What follows belongs to an exercise in optimizing a design on an open flow for small area, a short achievable clock period and few clock cycles; a production flow would make more cautious choices.
Function was checked by simulation only, so behaviour that the tests miss may differ from the original.
No activity file was given, so power comes from the tool's default toggle rates.

<file path="design/flow/run.sh">
#!/bin/bash
# synth_recipe.tcl (not shown) runs the flow's synth.tcl, then flattens the netlist and writes it again
# the make line also repeats each setting of config.mk as NAME=value (left out here)
make -C /OpenROAD-flow-scripts/flow DESIGN_CONFIG=/design/flow/config.mk WORK_HOME=/design/flow/orfs CLKGATE_MAP_FILE= SYNTH_SCRIPT=/design/flow/synth_recipe.tcl finish
</file>
<file path="design/flow/config.mk">
export PLATFORM = sky130hd
export DESIGN_NAME = multicycle_datapath
export DESIGN_NICKNAME = multicycle_datapath
export VERILOG_FILES = /design/flow/design.v
export SDC_FILE = /design/flow/constraint.sdc
export NUM_CORES = 4
export LEC_CHECK = 0
export CAP_MARGIN = 20
export CORE_MARGIN = 2
export CORE_UTILIZATION = 40
export SLEW_MARGIN = 20
</file>
<file path="design/flow/design.v">
package cpu_pkg;
    typedef enum logic [4:0] {
        OP_ADD  = 5'd0,  OP_SUB = 5'd1,  OP_CMP = 5'd5,  OP_AND = 5'd6,  OP_OR  = 5'd7,
        OP_NOT  = 5'd8,  OP_MOV = 5'd9,  OP_LSL = 5'd10, OP_LSR = 5'd11, OP_ASR = 5'd12,
        OP_NOP  = 5'd13, OP_LD  = 5'd14, OP_ST  = 5'd15, OP_BEQ = 5'd16, OP_BGT = 5'd17,
        OP_B    = 5'd18, OP_CALL = 5'd19, OP_RET = 5'd20
    } opcode_e;
    localparam int OP_LO  = 27;
    localparam int I_BIT  = 26;
    localparam int RD_LO  = 22;
    localparam int RS1_LO = 18;
    localparam int RS2_LO = 14;
    function automatic logic isLegal(input logic [4:0] op);
        isLegal = op <= 5'd20 && !(op >= 5'd2 && op <= 5'd4);
    endfunction
endpackage
module dp_alu #(
    parameter int DATA_W = 32
) (
    input  logic [DATA_W-1:0] A,
    input  logic [DATA_W-1:0] B,
    input  logic              fSub,    
    input  logic              fArith,  
    input  logic              fAnd,
    input  logic              fOr,
    input  logic              fNot,
    input  logic              fMov,
    input  logic              fLsl,
    input  logic              fLsr,
    input  logic              fAsr,
    output logic [DATA_W-1:0] result
);
    localparam int SH_W = $clog2(DATA_W);
    logic [SH_W-1:0]   sh;
    logic [DATA_W-1:0] sum, asrRes;
    assign sh = B[SH_W-1:0];
    assign sum = fSub ? A - B : A + B;
    assign asrRes = $signed(A) >>> sh;
    always_comb
        result = ({DATA_W{fArith}} & sum)
               | ({DATA_W{fAnd}}   & (A & B))
               | ({DATA_W{fOr}}    & (A | B))
               | ({DATA_W{fNot}}   & ~B)
               | ({DATA_W{fMov}}   & B)
               | ({DATA_W{fLsl}}   & (A << sh))
               | ({DATA_W{fLsr}}   & (A >> sh))
               | ({DATA_W{fAsr}}   & asrRes);
endmodule
module multicycle_datapath #(
    parameter int DATA_W  = 32,
    parameter int NREG    = 16,
    parameter int IADDR_W = 10,
    parameter int DADDR_W = 10
) (
    input  logic               clk,
    input  logic               rst,
    output logic               imem_req,
    output logic [IADDR_W-1:0] imem_addr,
    input  logic               imem_ack,
    input  logic [31:0]        imem_rdata,
    output logic               dmem_req,
    output logic               dmem_we,
    output logic [DADDR_W-1:0] dmem_addr,
    output logic [DATA_W-1:0]  dmem_wdata,
    input  logic               dmem_ack,
    input  logic [DATA_W-1:0]  dmem_rdata,
    output logic [31:0]        pc,
    output logic               halted,
    output logic               err
);
    localparam int RI_W = $clog2(NREG);
    localparam logic [RI_W-1:0] RA = 4'd15;    
    logic [31:0]       fpc;                  
    logic              rstQ, stopF;
    logic              irV, irCall;
    logic [31:0]       ir;                   
    logic              xV, xWe, xLd, xSt, xCmp, xSub, xArith, xAnd, xOr, xNot, xMov, xLsl, xLsr, xAsr;
    logic [RI_W-1:0]   xRd;
    logic [DATA_W-1:0] xA, xB, xSD;
    logic              flagE, flagGt;
    logic [DATA_W-1:0] regs [NREG];
    logic [NREG-1:0]   rv;                   
    logic [DATA_W-1:0] aluRes, xRes;
    logic [11:0]       addrSum;
    logic              stallX, xE, xGt;
    dp_alu #(.DATA_W(DATA_W)) uAlu (
        .A(xA), .B(xB), .fSub(xSub), .fArith(xArith), .fAnd(xAnd), .fOr(xOr), .fNot(xNot),
        .fMov(xMov), .fLsl(xLsl), .fLsr(xLsr), .fAsr(xAsr), .result(aluRes)
    );
    assign addrSum = xA[11:0] + xB[11:0];
    assign xE = xA == xB;
    assign xGt = $signed(xA) > $signed(xB);
    assign xRes = xLd ? dmem_rdata : aluRes;
    assign stallX = xV && (xLd || xSt) && !dmem_ack;
    assign dmem_req = xV && (xLd || xSt);
    assign dmem_we = xSt;
    assign dmem_addr = addrSum[DADDR_W+1:2];
    assign dmem_wdata = xSD;
    always_ff @(posedge clk)
        if (xV && xWe) regs[xRd] <= xRes;
    always_ff @(posedge clk)
        if (rst) rv <= '0;
        else if (xV && xWe) rv[xRd] <= 1'b1;
    always_ff @(posedge clk)
        if (rst) begin
            flagE <= 1'b0;
            flagGt <= 1'b0;
        end else if (xV && xCmp) begin
            flagE <= xE;
            flagGt <= xGt;
        end
    logic [4:0]        dOp;
    logic [RI_W-1:0]   dRd, dRs1, dRbIdx;
    logic              dI, dSt, dLd, dCmp, dWe, dAdv;
    logic [DATA_W-1:0] rA, rB, opA, opBr, immx;
    logic [15:0]       imm16;
    logic              fill;
    assign dOp = ir[cpu_pkg::OP_LO +: 5];
    assign dI = ir[cpu_pkg::I_BIT];
    assign dRd = irCall ? RA : ir[cpu_pkg::RD_LO +: RI_W];
    assign dRs1 = ir[cpu_pkg::RS1_LO +: RI_W];
    assign dSt = !irCall && dOp == cpu_pkg::OP_ST;
    assign dLd = !irCall && dOp == cpu_pkg::OP_LD;
    assign dCmp = !irCall && dOp == cpu_pkg::OP_CMP;
    assign dWe = irCall || !(dOp == cpu_pkg::OP_CMP || dOp == cpu_pkg::OP_ST);
    assign dRbIdx = dSt ? ir[cpu_pkg::RD_LO +: RI_W] : ir[cpu_pkg::RS2_LO +: RI_W];
    assign rA = rv[dRs1] ? regs[dRs1] : '0;
    assign rB = rv[dRbIdx] ? regs[dRbIdx] : '0;
    assign opA = xV && xWe && xRd == dRs1 ? xRes : rA;
    assign opBr = xV && xWe && xRd == dRbIdx ? xRes : rB;
    assign imm16 = ir[15:0];
    assign fill = ir[17:16] == 2'b00 ? imm16[15] : ir[17:16] == 2'b10;
    assign immx = ir[17:16] == 2'b11 ? DATA_W'({imm16, 16'h0000}) : {{(DATA_W-16){fill}}, imm16};
    assign dAdv = !stallX;
    always_ff @(posedge clk)
        if (rst) xV <= 1'b0;
        else if (dAdv) xV <= irV;
    always_ff @(posedge clk)
        if (dAdv) begin
            xA <= opA;
            xB <= irCall ? ir : dI ? immx : opBr;
            xSD <= opBr;
            xRd <= dRd;
            xWe <= dWe;
            xLd <= dLd;
            xSt <= dSt;
            xCmp <= dCmp;
            xSub <= !irCall && (dOp == cpu_pkg::OP_SUB || dOp == cpu_pkg::OP_CMP);
            xArith <= !irCall && (dOp == cpu_pkg::OP_ADD || dOp == cpu_pkg::OP_SUB);
            xAnd <= !irCall && dOp == cpu_pkg::OP_AND;
            xOr <= !irCall && dOp == cpu_pkg::OP_OR;
            xNot <= !irCall && dOp == cpu_pkg::OP_NOT;
            xMov <= irCall || dOp == cpu_pkg::OP_MOV;
            xLsl <= !irCall && dOp == cpu_pkg::OP_LSL;
            xLsr <= !irCall && dOp == cpu_pkg::OP_LSR;
            xAsr <= !irCall && dOp == cpu_pkg::OP_ASR;
        end
    logic [4:0]  fOp;
    logic        fLegal, fB, fCond, fCall, fRet, fNop, fPush, fTaken, fBlock, fConsume, irFree;
    logic        effE, effGt, dWrRa, xWrRa;
    logic [31:0] fpc4, ftgt, ra;
    assign fOp = imem_rdata[cpu_pkg::OP_LO +: 5];
    assign fLegal = cpu_pkg::isLegal(fOp);
    assign fB = fOp == cpu_pkg::OP_B;
    assign fCond = fOp == cpu_pkg::OP_BEQ || fOp == cpu_pkg::OP_BGT;
    assign fCall = fOp == cpu_pkg::OP_CALL;
    assign fRet = fOp == cpu_pkg::OP_RET;
    assign fNop = fOp == cpu_pkg::OP_NOP;
    assign fPush = fLegal && !(fB || fCond || fRet || fNop);
    assign fpc4 = fpc + 32'd4;
    assign ftgt = fpc + {{3{imem_rdata[26]}}, imem_rdata[26:0], 2'b00};
    assign effE = xV && xCmp ? xE : flagE;
    assign effGt = xV && xCmp ? xGt : flagGt;
    assign fTaken = fB || fCall || (fOp == cpu_pkg::OP_BEQ && effE) || (fOp == cpu_pkg::OP_BGT && effGt);
    assign dWrRa = irV && dWe && dRd == RA;
    assign xWrRa = xV && xWe && xRd == RA;
    assign ra = rv[15] ? regs[15] : '0;
    assign irFree = !irV || dAdv;
    assign fBlock = (fPush && !irFree) || (fCond && irV && dCmp) || (fRet && (dWrRa || xWrRa));
    assign fConsume = imem_req && imem_ack && !fBlock;
    assign imem_req = !rstQ && !stopF;
    assign imem_addr = fpc[IADDR_W+1:2];
    always_ff @(posedge clk) rstQ <= rst;
    always_ff @(posedge clk)
        if (rst) begin
            fpc <= '0;
            stopF <= 1'b0;
        end else if (fConsume) begin
            if (!fLegal) stopF <= 1'b1;
            else fpc <= fRet ? ra : fTaken ? ftgt : fpc4;
        end
    always_ff @(posedge clk)
        if (rst) irV <= 1'b0;
        else if (irFree) irV <= fConsume && fPush;
    always_ff @(posedge clk)
        if (irFree) begin
            ir <= fCall ? fpc4 : imem_rdata;
            irCall <= fCall;
        end
    assign pc = fpc;
    assign halted = stopF && !irV && !xV;
    assign err = halted;
endmodule
</file>
<file path="design/flow/constraint.sdc">
create_clock -name core_clock -period 10.0 [get_ports {clk}]
set_input_delay 2.0000 -clock core_clock [delete_from_list [all_inputs] [get_ports {clk}]]
set_output_delay 2.0000 -clock core_clock [all_outputs]
set_load 0.01 [all_outputs]
</file>
==> results of run 1 <==
[report_power, final]
group	switching [W]	internal, W
clock network	0.00122	0.00176
logic	0.000712	0.000397
registers	0.0000804	0.00332
[kinds of logic (layout without fill, tap and decap cells)]
group | Yosys count | after routing | synth area share (%)
AOI/OAI and AO/OA | 914 | 914 | 13.9
DFF | 716 | 716 | 46.5
adders and majority gates | 144 | 144 | 4.06
buffers and inverters | 451 | 533 | 4.22
xor gates and xnor gates | 89 | 89 | 1.73
and+or+nand+nor | 1456 | 1456 | 14.5
muxes | 368 | 368 | 15.2
[worst reg2reg max path: stages, from the launching register on]
cell	delay, ns
edfxtp_1	0.33
buf_4	0.30
clkinv_1	0.39
buf_4	0.31
ha_1	0.42
nor3_1	0.12
nor2b_1	0.16
or3_1	0.38
a2111oi_0	0.80
o211ai_1	0.20
o21ai_0	0.14
xnor2_1	0.16
nor2_1	0.06
o22ai_1	0.87
inv_1	0.51
[worst max path at each step]
stage | startpoint | to | slack, ns | cells past startpoint
after detailed placement | imem_rdata[0] | fpc[26] | 4.24 | 14
final | xB[4] | dmem_addr[9] | 3.76 | 10
after CTS | xB[4] | dmem_addr[9] | 3.80 | 10
after global routing | xB[4] | dmem_addr[9] | 3.62 | 10
after global placement | imem_rdata[0] | fpc[26] | 4.18 | 14
after floorplan | dmem_ack | fpc[31] | 4.32 | 9
[Yosys cell counts, drive strengths merged (13+ instances only)]
| cell | number |
|---|---|
| inv | 142 |
| buf | 126 |
| o31ai | 28 |
| clkbuf | 180 |
| mux4 | 247 |
| dfxtp | 58 |
| or3 | 19 |
| xnor2 | 62 |
| nor2b | 14 |
| nand4 | 27 |
| nand3 | 237 |
| nand2 | 617 |
| o211ai | 26 |
| a31o | 15 |
| a221oi | 32 |
| a21o | 41 |
| o221ai | 18 |
| o21ai | 195 |
| nand2b | 24 |
| o21a | 15 |
| and3 | 63 |
| mux2i | 93 |
| a211o | 19 |
| a21oi | 210 |
| o22ai | 28 |
| nor4 | 14 |
| and2 | 15 |
| o2111ai | 18 |
| a211oi | 38 |
| nor3 | 72 |
| nor2 | 309 |
| edfxtp | 658 |
| ha | 141 |
| mux2 | 28 |
| a311oi | 59 |
| a31oi | 23 |
| o21bai | 16 |
| o311ai | 13 |
| xor2 | 27 |
[placed cells by master, fill, tap and decap left out, types with 139 or more instances in the layout]
| cell | netlist | final |
|---|---|---|
| clkdlybuf4s50_1 | 0 | 155 |
| a21oi_1 | 210 | 209 |
| o21ai_0 | 186 | 185 |
| nand3_1 | 237 | 237 |
| edfxtp_1 | 658 | 658 |
| inv_1 | 140 | 139 |
| nor2_1 | 309 | 291 |
| ha_1 | 141 | 141 |
| nand2_1 | 617 | 617 |
| mux4_2 | 247 | 247 |
[metal layers]
metal,track usage (%),vias to the layer above,wire [um]
met4,16.8,6,11200
li1,-,15865,-
met5,0,-,37
met2,43.8,2481,75200
met1,40.4,18699,68200
met3,6.65,441,20700
[layout make-up]
class | instances | area, um2 | share of cell area [%]
inverter | 145 | 547 | 1.08
clock inverter | 45 | 489 | 0.967
tap | 1488 | 1860 | 3.68
multi-input combinational | 2971 | 22400 | 44.3
clock buffer | 96 | 2110 | 4.18
sequential | 716 | 20900 | 41.4
timing repair buffer | 247 | 2250 | 4.45
[sequential cells by signal (all words and copies together), names as in the netlist, 4 cells and up, named ones only]
signal  cells
ir         32
xB         32
regs      512
rv         16
fpc        32
xSD        32
xA         32
xRd         4
[metrics by stage]
step	worst slack (ns)	cell area [um2]	cells	total power, W	hold slack [ns]
after floorplan	4.32	45000	4138	0.00413	0.448
after global placement	4.18	48000	5565	0.00453	0.470
after detailed placement	4.24	48000	5565	0.00454	0.481
after CTS	3.80	50600	5706	0.00748	0.496
after global routing	3.62	50600	5708	0.00771	0.536
final	3.76	50600	5708	0.00749	0.492
==> qor.txt, run 1 <==
Critical path's slowest cell: o21ai_1
Grt ovf: 0
CP Max Fanout: 26
Critical path data required time: 8.00 ns
# rows: 122
Effective utilization at floorplan: 40.5%
Max-Cap Viols: 0
Ys async rst share: 0%
Fin Setup TNS: 0 ns
# IOs: 157
Seq/Total Area, Yosys: 46.5%
Initial antenna violation count: 6
Outcome: complete, no violations
Largest net degree at the start of global routing: 106
Ant. Diodes: 0
Top post-synthesis cells by area: edfxtp_1 44%, mux4_2 12%, nand2_1 5.2%
Hold endpoint: rv[13]
First-iteration detailed-routing DRC count: 5023
Port Buffer Count: 156
First-pass iteration count of the detailed router: 5
Core ar.: 111000 um2
Final wirelength: 175000 um
Clock Skew: 0.0375 ns
CTS buffer count: 78
TritonCTS clock tree: done
Setup repair bufs after CTS: 0
Worst-Margin Slew: 1.21 ns
Clock tree buffer depth: 3
Syn nets: 4350
Drt wl/cell: 30.7 um
First-pass GRT wire length: 252000 um
Fmax: 160 MHz
LEAKAGE: 17.9 nW
Delay of the slowest cell on the worst path: 0.71 ns
# fillers: 10301
Worst path cell trace: buf_4 > clkinv_1 > buf_4 > ha_1 > a21oi_1 > o21ai_1 > a21o_1 > a21oi_1 > xnor2_1 > clkdlybuf4s50_1
Share of cells above drive strength 1: 13.1%
Clk latency of the worst-skew pair: 0.65 ns
Post-Synthesis Cells: 4138
CP Data Arrival Time: 4.24 ns
Crit-path leading delay family: buffers and inverters
Max-slew headroom: 18.8%
Dpl hpwl: 118000 um
Vias in the first global route: 35208
Number of vias per cell: 6.57
CP startpoint kind: register
Hold Startpoint: rv[13]
#FFs+latches synth: 716
RSZ-0062 raised after global routing: false
Pwr dens: 148 nW/um2
Antenna-violating nets left: 0
Synth top area share: 43.9%
CTS Root Cell: clkbuf_16
CTS resizes: 0
Clock tree sinks: 716
Mean Syn Cell Area: 10.9 um2
Path depth of the worst reg2reg path: 14
Maximum VDD drop: 111 uV
WHS Path Cells: 2
Setup Crit Path Kind: reg -> out
Hold Fails Final Rpt: 0
Vias: 37492
Max-slew violation count: 0
DRC violations left: 0
Synth warn: 2
Setup-failing EPs final: 0
Layout Nets: 4371
Post-synth top area cell: edfxtp_1
Synth Flop Type: edfxtp_1
Final Util: 45.5%
Die Ht: 339 um
CTS clk-pin slew, worst paths: 0.08 ns
Hold Crit Class: reg -> reg
Fin crit share: 62.4%
R2r startpoint: xB[4]
Crit. End Element: output port
Worst r2r dst: regs[15][13]
Distinct cells, synth: 89
Gpl congestion: 1.05
GRT Total Usage: 29.7%
Mapped cell area: 45000 um2
Hold buffers post-CTS: 0
Minimum clock period: 6.24 ns
P&R area growth vs syn: 12.5%
Critical path buffers and inverters: 4
Die width: 339 um
EDFF count, synth: 658
Worst R2R Setup Slack: 4.44 ns
Clock H-tree levels: 3
Die area: 115000 um2
Testbench counts, summed over its fixed seeds: cycles 17,924.
==> run 2: changes to the inputs <==
--- a/design/flow/design.v
+++ b/design/flow/design.v
@@ -159,6 +159,9 @@
     logic        fLegal, fB, fCond, fCall, fRet, fNop, fPush, fTaken, fBlock, fConsume, irFree;
     logic        effE, effGt, dWrRa, xWrRa;
     logic [31:0] fpc4, ftgt, ra;
+    logic        fPredict, fPredT, resolveNow, mispred, redirect;
+    logic        pend, pendBgt, pendPredT, kill;    
+    logic [31:0] altPc;                             
     assign fOp = imem_rdata[cpu_pkg::OP_LO +: 5];
     assign fLegal = cpu_pkg::isLegal(fOp);
     assign fB = fOp == cpu_pkg::OP_B;
@@ -175,8 +178,13 @@
     assign dWrRa = irV && dWe && dRd == RA;
     assign xWrRa = xV && xWe && xRd == RA;
     assign ra = rv[15] ? regs[15] : '0;
+    assign fPredict = fCond && irV && dCmp;
+    assign fPredT = imem_rdata[26];
+    assign resolveNow = pend && xV && xCmp;
+    assign mispred = resolveNow && ((pendBgt ? xGt : xE) != pendPredT);
+    assign redirect = (mispred || kill) && imem_ack;
     assign irFree = !irV || dAdv;
-    assign fBlock = (fPush && !irFree) || (fCond && irV && dCmp) || (fRet && (dWrRa || xWrRa));
+    assign fBlock = (fPush && !irFree) || (fRet && (dWrRa || xWrRa)) || (pend && !resolveNow) || mispred || kill;
     assign fConsume = imem_req && imem_ack && !fBlock;
     assign imem_req = !rstQ && !stopF;
     assign imem_addr = fpc[IADDR_W+1:2];
@@ -185,9 +193,27 @@
         if (rst) begin
             fpc <= '0;
             stopF <= 1'b0;
-        end else if (fConsume) begin
+        end else if (redirect)
+            fpc <= altPc;
+        else if (fConsume) begin
             if (!fLegal) stopF <= 1'b1;
-            else fpc <= fRet ? ra : fTaken ? ftgt : fpc4;
+            else fpc <= fRet ? ra : fPredict ? (fPredT ? ftgt : fpc4) : fTaken ? ftgt : fpc4;
+        end
+    always_ff @(posedge clk)
+        if (rst) begin
+            pend <= 1'b0;
+            kill <= 1'b0;
+        end else begin
+            if (resolveNow) pend <= 1'b0;
+            else if (fConsume && fPredict) pend <= 1'b1;
+            if (redirect) kill <= 1'b0;
+            else if (mispred) kill <= 1'b1;
+        end
+    always_ff @(posedge clk)
+        if (fConsume && fPredict) begin
+            pendBgt <= fOp == cpu_pkg::OP_BGT;
+            pendPredT <= fPredT;
+            altPc <= fPredT ? fpc4 : ftgt;
         end
     always_ff @(posedge clk)
         if (rst) irV <= 1'b0;
--- a/design/flow/config.mk
+++ b/design/flow/config.mk
@@ -7,5 +7,6 @@
 export LEC_CHECK = 0
 export CAP_MARGIN = 20
 export CORE_MARGIN = 2
-export CORE_UTILIZATION = 40
+export CORE_UTILIZATION = 50
+export SETUP_SLACK_MARGIN = 5
 export SLEW_MARGIN = 20
==> run 2 against run 1 <==
Still clean. Setup slack improved by 1.2 ns. First-iteration DRC count decreased by 1.6%. Clock skew increased by 0.0085 ns. Core utilization increased by 12 points. Via count decreased by 4.4%. Combinational power increased by 16%. Die area decreased by 18%. Sequential power increased by 6.2%. Largest cell class unchanged. Largest power group unchanged.
==> qor.txt, run 2 <==
First-iteration detailed-routing DRC count: 4941 (-1.6%)
Effective utilization at floorplan: 50.3% (+9.8 points)
Die area: 94300 um2 (-18%)
Distinct cells, synth: 102 (+15%)
# fillers: 7425 (-28%)
Outcome: complete, no violations
Synth Flop Type: edfxtp_1
Fin Setup TNS: 0 ns (unchanged)
Commonest non-fill, non-tap cell in the layout: edfxtp_1
Multi-input gate area: 22600 um2 (+0.63%)
CTS Root Cell: clkbuf_16
Hold Fails Final Rpt: 0 (unchanged)
Most instantiated library cell after synthesis: edfxtp_1
CP startpoint kind: register
Commonest cells after routing, fill and taps aside: 692 x edfxtp_1, 345 x mux4_2, 259 x nand2_1
Mean Syn Cell Area: 12.4 um2 (+14%)
Ys async rst share: 0% (unchanged)
Drt wl/cell: 36.0 um (+17%)
Max-slew headroom: 19.5% (+0.71 points)
Gpl congestion: 1.01 (-3.6%)
Largest net degree at the start of global routing: 105 (-0.94%)
Crit. End Element: output port
Biggest register: regs
Hold_ws: 0.497 ns (+0.00421 ns)
Switching pwr: 0.00226 W (+12%)
Post-synth top area cell: edfxtp_1
Minimum clock period: 5.09 ns (-1.16 ns)
Layout Nets: 4042 (-7.5%)
Share of total power in the clock network: 40.7% (+0.9 points)
Final Util: 57.7% (+12 points)
Die width: 307 um (-9.5%)
Synth top area share: 45.2% (+1.3 points)
Sw frac: 27.3% (+0.41 points)
Clock tree buffer depth: 3 (unchanged)
DRC violations left: 0 (unchanged)
Die Ht: 307 um (-9.5%)
Clock Skew: 0.0460 ns (+0.00849 ns)
CP Data Arrival Time: 3.09 ns (-1.15 ns)
Seq. cell area: 22000 um2 (+5.1%)
Sequential fraction of design power: 43.6% (-1.8 points)
Final wirelength: 184000 um (+4.7%)
Max-Cap Viols: 0 (unchanged)
Maximum VDD drop: 166 uV (+49%)
Critical path data required time: 8.00 ns (about the same)
Max-slew violation count: 0 (unchanged)
GRT Total Usage: 38.6% (+8.9 points)
CTS buffer count: 83 (+6.4%)
Dpl hpwl: 123000 um (+4.3%)
Top cells by count, synth: 692 x edfxtp_1, 345 x mux4_2, 265 x nor2_1
#FFs+latches synth: 752 (+5.0%)
Initial antenna violation count: 22 (+16)
Clock H-tree levels: 3 (unchanged)
First-pass iteration count of the detailed router: 6 (+1)
Seq/Total Area, Yosys: 47.9% (+1.3 points)
Clk latency of the worst-skew pair: 0.69 ns (+0.04 ns)
Top post-synthesis cells by area: edfxtp_1 45%, mux4_2 17%, ha_1 3.8%
Vias: 35857 (-4.4%)
CP Max Fanout: 9 (-65%)
P_int: 0.00602 W (+9.9%)
Setup Crit Path Kind: reg -> out
Setup ws final: 4.91 ns (+1.16 ns)
RSZ-0062 raised after global routing: true
Port Buffer Count: 156 (unchanged)
Fin crit share: 50.9% (-12 points)
EDFF count, synth: 692 (+5.2%)
Core ar.: 91400 um2 (-18%)
Largest register FFs: 512 (unchanged)
Clock tree sinks: 752 (+5.0%)
Hold Crit Class: reg -> reg
Worst-Margin Slew: 1.20 ns (-0.00242 ns)
# IOs: 157 (unchanged)
CTS clk-pin slew, worst paths: 0.06 ns (-0.02 ns)
Post-Synthesis Cells: 3703 (-11%)
Pwr dens: 157 nW/um2 (+6.1%)
# rows: 111 (-9.0%)
Antenna-violating nets left: 0 (unchanged)
Synth warn: 2 (unchanged)
P&R area growth vs syn: 14.8%
Number of vias per cell: 7.04 (+7.2%)
Vias in the first global route: 35077 (-0.37%)
LEAKAGE: 19.0 nW (+5.7%)
TritonCTS clock tree: done
Pre-CTS setup slack: 4.24 ns (-0.00495 ns)
Combinational share of power: 15.6% (+0.8 points)
Syn nets: 3915 (-10%)
Setup-failing EPs final: 0 (unchanged)
First-pass GRT wire length: 259000 um (+3.0%)
Fmax: 197 MHz (+23%)
Grt ovf: 0 (unchanged)
Share of cells above drive strength 1: 19.9% (+6.8 points)
Mapped cell area: 45900 um2 (+2.1%)
## run 2: cell count changes after synthesis, moves of 44 or more
| cell | before | now |
|---|---|---|
| mux2i_1 | 92 | 157 |
| nand2_1 | 617 | 261 |
| nor2_1 | 309 | 265 |
| a311oi_1 | 59 | 6 |
| nand3_1 | 237 | 92 |
| mux4_2 | 247 | 345 |
## run 2: critical path, cell delays in order (launching register included)
cell and delay, ns:
edfxtp_1 0.61, inv_1 0.14, ha_4 0.29, a21oi_2 0.15, o22ai_2 0.10, or2_2 0.33, a41oi_2 0.23, o21bai_2 0.13
a21oi_2 0.16, xnor2_1 0.13, buf_2 0.15
## run 2: worst paths after layout
kind         slack [ns]  depth (start not counted)      endpoint  startpoint
min reg2reg        0.50                          2        flagGt      flagGt
max reg2reg        5.02                         12         xB[1]      irCall
max                4.91                         10  dmem_addr[9]       xA[3]
min                0.50                          2        flagGt      flagGt
## run 2: cell type report
type / count / area share, %
multi-input combinational: 2520 / 42.8
sequential: 752 / 41.7
timing repair buffer: 316 / 5.78
clock buffer: 97 / 4.19
tap: 1186 / 2.82
clock inverter: 55 / 1.49
inverter: 157 / 1.18
antenna: 8 / 0.0380
## run 2: power groups by stage
stage	combinational [W]	sequential [W]	clock, W
floorplan	0.000774	0.00363	0
global placement	0.00119	0.00368	0
detailed placement	0.00120	0.00368	0
CTS	0.00125	0.00361	0.00340
global route	0.00136	0.00361	0.00352
finish	0.00129	0.00361	0.00337
## run 2: timing repair
| action | in CTS | in global routing |
|---|---|---|
| gates cloned | 4 | 1 |
| buffers inserted | 25 | 18 |
| pin swaps | 9 | 5 |
| gates resized for setup | 71 | 37 |
| endpoints found under the setup margin | 191 | 62 |
| hold buffers | 0 | 0 |
## run 2: logic make-up (layout without fill, tap and decap cells)
family / count (synthesis) / after routing / synth area share (%)
mux: 520 / 520 / 20.8
fa+ha+maj: 144 / 144 / 3.97
flops: 752 / 752 / 47.9
other cells: 0 / 8 / 0
simple gates: 903 / 903 / 9.28
compound gates: 859 / 859 / 12.2
xor+xnor: 94 / 94 / 1.84
buf+inv: 431 / 625 / 4.03
## run 2: metrics by stage
step | power, W | std cells | cell area, um2
floorplan | 0.00441 | 3703 | 46000
global placement | 0.00486 | 4880 | 48800
detailed placement | 0.00488 | 4882 | 48800
CTS | 0.00826 | 5063 | 52300
global route | 0.00849 | 5084 | 52700
finish | 0.00828 | 5091 | 52700
## run 2: metal layers
layer	global-route usage [%]	vias to the layer above	wire, um
met5	0	-	165
met4	21.8	26	12000
met3	9.01	478	17800
met2	60.7	2292	85100
met1	49.3	18277	68500
li1	-	14784	-
Testbench counts of run 2, summed over its fixed seeds: cycles 16,908.

==> port drivers added, routing unchanged <==
The flow's constraints put no driver on any port. The routed layouts listed below were extracted and timed again, unchanged, in two steps. Step 1 sets driving cells, clkbuf_16 on the clock port and buf_2 on the other inputs (assumed; they add their load-dependent delay and slew). Step 2 times the ports against the registers' clock, not the clock port: input delays grow and output delays shrink by t, the midpoint of the rising clock arrivals with the driver on. Slacks: ideal ports / drivers / drivers and shift; pairs: ideal ports / drivers.
run	t (ns)	setup WS [ns]	worst setup path after step 2
run 1	0.705	3.757 / 3.683 / 4.132	input to register
run 2	0.736	4.914 / 4.846 / 4.476	input to register
After both steps setup and hold are still met in every run listed. The setup slack of run 2, which loses most, moves by -0.068 ns with the drivers and by -0.438 ns with both steps.
